From an optimization exercise on the open Yosys and OpenROAD flow, aimed at small area and a short achievable clock period; shortcuts taken in it are not production practice. In this exercise RTL edits were held to simulation tests only and were not proved equivalent to the original. Power and IR drop assume default switching activity.

==> flow/design.v (excerpt) <==
module branch_unit_top (
   input  logic                          clk,
   input  logic                          reset_i,
   input  logic                          issue_valid_i,
   input  logic [31:0]                   pc_i,
   input  logic [31:0]                   target_i,
   input  bpu_pkg::target_type_e         target_type_i,
   input  bpu_pkg::cmp_op_e              cmp_type_i,
   input  logic [31:0]                   r0_i,
   input  logic [31:0]                   r1_i,
   output logic                          flush_o,
   output logic [31:0]                   redirect_pc_o,
   output logic                          taken_o,
   output logic                          resolve_valid_o,
   output logic [16-1:0] miss_count_o
);
   localparam int PHT_N = 1 << 6;
   localparam int HB    = 6;
   localparam int PB    = 3;
   logic [1:0]    pht_q [PHT_N];
   logic [HB-1:0] ghr_q;
   logic [31:0]   ras_q [8];
   localparam int RD = 8;
   logic [RD-1:0] top_q;           
   logic [3:0]    sel0_b_q, sel1_b_q, sel2_b_q;
   logic [1:0]    cnt_nx;
   logic [3:0]    cmp;
   logic [1:0]    tt;
   logic          is_call, is_ret, call_v, ret_v;
   logic [HB-1:0] idx0;
   logic [31:0]   ras_top;
   logic [31:0]   a, b;
   logic          lt, eq, taken0;
   logic [3:0]    hit1_0;
   logic [3:0][1:0] raw0;
  ...
Size: ~1600 cells after synthesis, roughly 580 flip-flops, about 190 I/O pins, about 22000 um2 of cells after synthesis.
clock: 4.5 ns
lec_check: 0
cap_margin: 20
core_margin: 2
core_utilization: 50
gpl_routability_driven: 0
place_density: 0.7
setup_slack_margin: 2.3
slew_margin: 20
standard.sh (not shown) runs the stock make flow with config.mk's settings and CLKGATE_MAP_FILE= SYNTH_SCRIPT=/design/flow/synth_recipe.tcl, a recipe that flattens the netlist after the stock synthesis.
==> flow/flow/run.sh <==
#!/bin/bash
set -euo pipefail
export CTS_ARGS="-sink_clustering_enable -repair_clock_nets -dont_use_dummy_load -buf_list sky130_fd_sc_hd__clkbuf_8 -sink_clustering_size 16 -sink_clustering_max_diameter 60"
export BUFFER_PORTS_ARGS="-buffer_cell sky130_fd_sc_hd__buf_1"
bash standard.sh > flow.log 2>&1
==> next run, changes <==
GPL_ROUTABILITY_DRIVEN = default   (was 0)
PLACE_DENSITY = default   (was 0.7)
SETUP_SLACK_MARGIN = 2.35   (was 2.3)
- maximum frequency falls by 1.3%
- routed wire length rises by 8.0%
- first-iteration DRC count rises by 24%
==> next run, changes <==
PLACE_DENSITY = 0.8   (was default)
SETUP_SLACK_MARGIN = 2.3   (was 2.35)
Via count came out higher by 0.99%. Power drops by 1.3%. Combinational power goes down by about 3%. Global-route usage goes down by 1.3 points. Final area is lower by 1.1%.
==> next run, changes <==
CORE_UTILIZATION = 60   (was 50)
PLACE_DENSITY = default   (was 0.8)
Effect:
- global-route usage went up by 5.6 points
- utilization went up by 11 points
- area after synthesis is unchanged
- setup slack barely changes
==> next run, changes <==
CORE_UTILIZATION = 50   (was 60)
PLACE_DENSITY = 0.7   (was default)
The new run finished with timing, DRC and antenna clean. Utilization shrinks by 11 points. Routed wire length decreases by 2.2%. Area after synthesis is unchanged. Cell count is higher by 5.6%. Count of clock-buffer cells in the layout stays the same. Sequential cell count does not change.

---

== v6 ==
Starting RTL as in the previous note.
==> flow/design.v (excerpt) <==
module branch_unit_top (
   input  logic                          clk,
   input  logic                          reset_i,
   input  logic                          issue_valid_i,
   input  logic [31:0]                   pc_i,
   input  logic [31:0]                   target_i,
   input  bpu_pkg::target_type_e         target_type_i,
   input  bpu_pkg::cmp_op_e              cmp_type_i,
   input  logic [31:0]                   r0_i,
   input  logic [31:0]                   r1_i,
   output logic                          flush_o,
   output logic [31:0]                   redirect_pc_o,
   output logic                          taken_o,
   output logic                          resolve_valid_o,
   output logic [16-1:0] miss_count_o
);
Settings: LEC_CHECK=0, CAP_MARGIN=20, CORE_MARGIN=2, CORE_UTILIZATION=50, SETUP_SLACK_MARGIN=2.3, SLEW_MARGIN=20; clock period 4.5 ns.
Scripts as last shown in full above: flow/flow/run.sh
#### Input delta (v7 over v6)
Settings: CORE_UTILIZATION: 50 -> 40.
## What came out
From v6 to v7 the numbers moved as follows: peak ir drop on the vdd network shows an increase of 2.6%, cell total after placement went up 159, leakage power total did not really move, final period utilization dropped 0.40 points.
In the tables for v6 and v7, worst path required time reads higher with v7.
Taking v6 as the reference, in v7 global-route usage decreased 4.3 points, global-route wire length before repair increased about 1.8%, routed via count divided by cell count decreased 6.2%.
v7 reports its launch point of the worst path as idx_a_q[4]$_DFF_P_ while v6 reports raw_a_q[3]$_DFF_P_.
Cell row count went up by more than 10% going from v6 to v7.
Comparing v6 and v7, the lower clock insertion delay at the later pin of the skew report was measured on v6.
In v7 the met1 track utilization from global routing turned out 4.9 points lower than in v6.

re-timing with driven ports:
Ports are ideal in the flow. The routed layouts listed here were re-timed in OpenROAD.
Step 1: set_driving_cell puts a clkbuf_16 on clk and a buf_2 on each other input, an assumption about the parent block.
Step 2 also shifts input and output timing later by t, the mid clock arrival at the registers, as if the neighbouring blocks saw the same clock.
a / b / c = ideal ports / drivers / drivers and shift; a / b = the first two.
| run | shift t [ns] | setup slack, ns | clock arrival spread, ns |
|---|---|---|---|
| the first run of note 1 | 0.665 | 2.273 / 2.273 / 1.646 | 0.110 / 0.110 |
| the second run of note 1 | 0.685 | 2.243 / 2.243 / 1.599 | 0.089 / 0.089 |
| the third run of note 1 | 0.653 | 2.174 / 2.201 / 1.548 | 0.080 / 0.080 |
| the fourth run of note 1 | 0.681 | 2.175 / 2.175 / 1.673 | 0.067 / 0.067 |
| the fifth run of note 1 | 0.665 | 2.273 / 2.273 / 1.646 | 0.110 / 0.110 |
| v6 | 0.674 | 2.257 / 2.257 / 1.635 | 0.068 / 0.067 |
| v7 | 0.689 | 2.275 / 2.275 / 1.628 | 0.116 / 0.116 |
After both steps setup and hold are still met in every run listed. For v7, which loses most, drivers alone change the setup slack by 0.000 ns; drivers and shift together by -0.647 ns.
